Background: an optimization exercise with open tools, aiming at small area and few clock cycles. Do not read the settings as production practice.
The RTL was checked by simulation tests, not by an equivalence proof against the original design.

Setup of build 48:
==> flow/design.v (excerpt) <==
module differential_drive_vector_mapper_unit #(
  parameter int CORDIC_STAGES = 16
) (
  input  wire logic        clk,
  input  wire logic        rst_n,
  input  wire logic        in_valid,
  output logic             in_stall,
  input  wire logic [15:0] in_target_x,
  input  wire logic [15:0] in_target_y,
  output logic             out_valid,
  input  wire logic        out_stall,
  output logic [9:0]       out_left_duty_us,
  output logic [9:0]       out_right_duty_us,
  output logic             out_reverse,
  output logic             out_drive_enable,
  input  wire logic        cfg_we,
  input  wire logic [2:0]  cfg_index,
  input  wire logic [15:0] cfg_wdata
);
  function automatic [31:0] atan_entry(input integer i);
    case (i)
      0: atan_entry = 32'd268435456;  1: atan_entry = 32'd158466703;  2: atan_entry = 32'd83729454;
      3: atan_entry = 32'd42502378;   4: atan_entry = 32'd21333666;   5: atan_entry = 32'd10677233;
      6: atan_entry = 32'd5339919;    7: atan_entry = 32'd2670123;    8: atan_entry = 32'd1335082;
      9: atan_entry = 32'd667543;     10: atan_entry = 32'd333772;    11: atan_entry = 32'd166886;
      12: atan_entry = 32'd83443;     13: atan_entry = 32'd41722;     14: atan_entry = 32'd20861;
      15: atan_entry = 32'd10430;
      default: atan_entry = '0;
    endcase
  endfunction
  function automatic integer cy_w(input integer i);
    case (i)
      0, 1, 2: cy_w = 32;  3: cy_w = 31;  4, 5: cy_w = 30;  6: cy_w = 29;  7: cy_w = 28;
      8: cy_w = 27;  9: cy_w = 26;  10: cy_w = 25;  11: cy_w = 24;  12: cy_w = 23;
      13: cy_w = 22;  14: cy_w = 21;  default: cy_w = 20;
    endcase
  endfunction
  function automatic [33:0] padd(input [33:0] a, input [33:0] b, input cin);
    logic [34:0] g, p, gg, pp, aa, bb;
    aa = {a, cin};
    bb = {b, cin};
    g  = aa & bb;
    p  = aa ^ bb;
    gg = g;
    pp = p;
    for (int l = 1; l <= 6; l++)
      for (int i = (1 << l) - 1; i < 35; i += (1 << l)) begin
        gg[i] = gg[i] | (pp[i] & gg[i - (1 << (l - 1))]);
        pp[i] = pp[i] & pp[i - (1 << (l - 1))];
      end
    for (int l = 5; l >= 1; l--)
      for (int i = 3 * (1 << (l - 1)) - 1; i < 35; i += (1 << l)) begin
        gg[i] = gg[i] | (pp[i] & gg[i - (1 << (l - 1))]);
        pp[i] = pp[i] & pp[i - (1 << (l - 1))];
      end
    padd = p[34:1] ^ gg[33:0];
  endfunction
  ...
For scale: about 12000 cells after synthesis, roughly 710 flip-flops, roughly 80 I/O pins, roughly 100000 um^2 of cells after synthesis.
Settings: LEC_CHECK=0, ABC_AREA=1, CAP_MARGIN=20, CORE_MARGIN=2, CORE_UTILIZATION=40, SLEW_MARGIN=20; clock period 10.0 ns.
run.sh (not shown) runs the stock make flow with config.mk's settings and CLKGATE_MAP_FILE= SYNTH_SCRIPT=/design/flow/synth_recipe.tcl, a recipe that flattens the netlist after the stock synthesis.
Looking at the reports, build 48 completed the entire flow and the layout it produced met the timing, DRC and antenna checks.
Testbench counts of build 48, summed over its fixed seeds: cycles 13,949.
For build 60, these inputs were changed with respect to build 48:
# build 48
export LEC_CHECK = 0
export ABC_AREA = 1
export CAP_MARGIN = 20
export CORE_MARGIN = 2
export CORE_UTILIZATION = 40
export SLEW_MARGIN = 20
create_clock -name core_clock -period 10.0 [get_ports {clk}]
# build 60
export LEC_CHECK = 0
export ABC_AREA = 1
export CAP_MARGIN = 20
export CORE_MARGIN = 2
export CORE_UTILIZATION = 60
export SLEW_MARGIN = 20
create_clock -name core_clock -period 10.0 [get_ports {clk}]
Notes after the runs:
- Diff build 48 -> build 60: overall track demand over capacity in global routing went up by 10 points, non-clock buffer count went up by about 12%, total length of routed met2 wires higher.
- The pin count of the biggest net entering global routing in build 60 sits 4 above the value recorded for build 48.
Here is what was changed in the inputs of build 54 compared with build 60.
# build 60
export LEC_CHECK = 0
export ABC_AREA = 1
export CAP_MARGIN = 20
export CORE_MARGIN = 2
export CORE_UTILIZATION = 60
export SLEW_MARGIN = 20
create_clock -name core_clock -period 10.0 [get_ports {clk}]
# build 54
export LEC_CHECK = 0
export ABC_AREA = 1
export CAP_MARGIN = 10
export CORE_MARGIN = 2
export CORE_UTILIZATION = 40
export CTS_CLUSTER_DIAMETER = 100
export CTS_CLUSTER_SIZE = 40
export SLEW_MARGIN = 10
create_clock -name core_clock -period 10.0 [get_ports {clk}]
--- outcome ---
- Of build 54 and build 60, build 60 shows the higher non-clock buffer total of the final layout, with build 54 below it.
- Measured against build 60, the critical path depth of build 54 comes out at 0.908 times the reference value.
- Layout cell share with drive strength beyond 1 in build 54 vs build 60: down 0.66 points
- Going from build 60 to build 54, routability congestion estimate shrank by a few percent.

---

== maple ==
differential_drive_vector_mapper_unit, a different RTL version from the one above (not shown whole).
Size in the first run: about 12000 cells after synthesis, ~650 flip-flops, roughly 80 I/O pins, about 100000 sq um of cells after synthesis.
export LEC_CHECK = 0
export ABC_AREA = 1
export CAP_MARGIN = 10
export CORE_MARGIN = 2
export CORE_UTILIZATION = 40
export SLEW_MARGIN = 10
create_clock -name core_clock -period 10.0 [get_ports {clk}]
maple: no failed stages, no open violations at the end
Testbench counts of maple, summed over its fixed seeds: cycles 13,890.
Input changes introduced in cedar (baseline for comparison: maple):
--- a/flow/config.mk
+++ b/flow/config.mk
@@ -8,5 +8,5 @@
 export ABC_AREA = 1
-export CAP_MARGIN = 10
+export CAP_MARGIN = 20
 export CORE_MARGIN = 2
 export CORE_UTILIZATION = 40
-export SLEW_MARGIN = 10
+export SLEW_MARGIN = 20
==> summary.txt <==
~same die span in x in maple and cedar. Changes observed in cedar relative to maple: endpoint required time on the critical path shows no meaningful change, worst-case headroom to the max-slew limit essentially unchanged, post-detailed-placement cell area held, final design area excluding fillers ~0 delta. Looking at maple and cedar, the utilization is a wash. As far as minimum clock period after layout goes, maple and cedar are indistinguishable; the numbers are identical.

separate check: timing with driven ports:
The results above use ideal ports. As a check the final layouts listed here were re-extracted and re-timed, cells and wires unchanged. Step 1, drivers: a clkbuf_16 drives clk and a buf_2 each remaining input, both assumed. Step 2 adds t to the input delays and takes it off the output delays; t is the mean of the earliest and latest rising clock arrival at the registers after step 1. Input paths then give back, and output paths get back, about the clock's delay inside the block. Slacks: ideal ports / drivers / drivers and shift; pairs: ideal ports / drivers.
run	shift t [ns]	setup WS [ns]	worst setup path after step 2	latest minus earliest clock arrival (ns)	worst data-port slew with drivers (ns)
build 48	0.834	0.611 / 0.611 / 0.114	input to register	0.063 / 0.062	0.15
build 60	0.822	0.555 / 0.555 / 0.111	input to register	0.047 / 0.047	0.06
build 54	0.825	0.620 / 0.620 / 0.069	input to register	0.146 / 0.146	0.15
maple	0.783	0.354 / 0.354 / 0.354	register to register	0.052 / 0.052	0.08
cedar	0.783	0.354 / 0.354 / 0.354	register to register	0.052 / 0.052	0.08
After both steps every run listed still meets setup and hold. The setup slack of build 54, which loses most, moves by 0.000 ns with the drivers and by -0.551 ns with both steps.
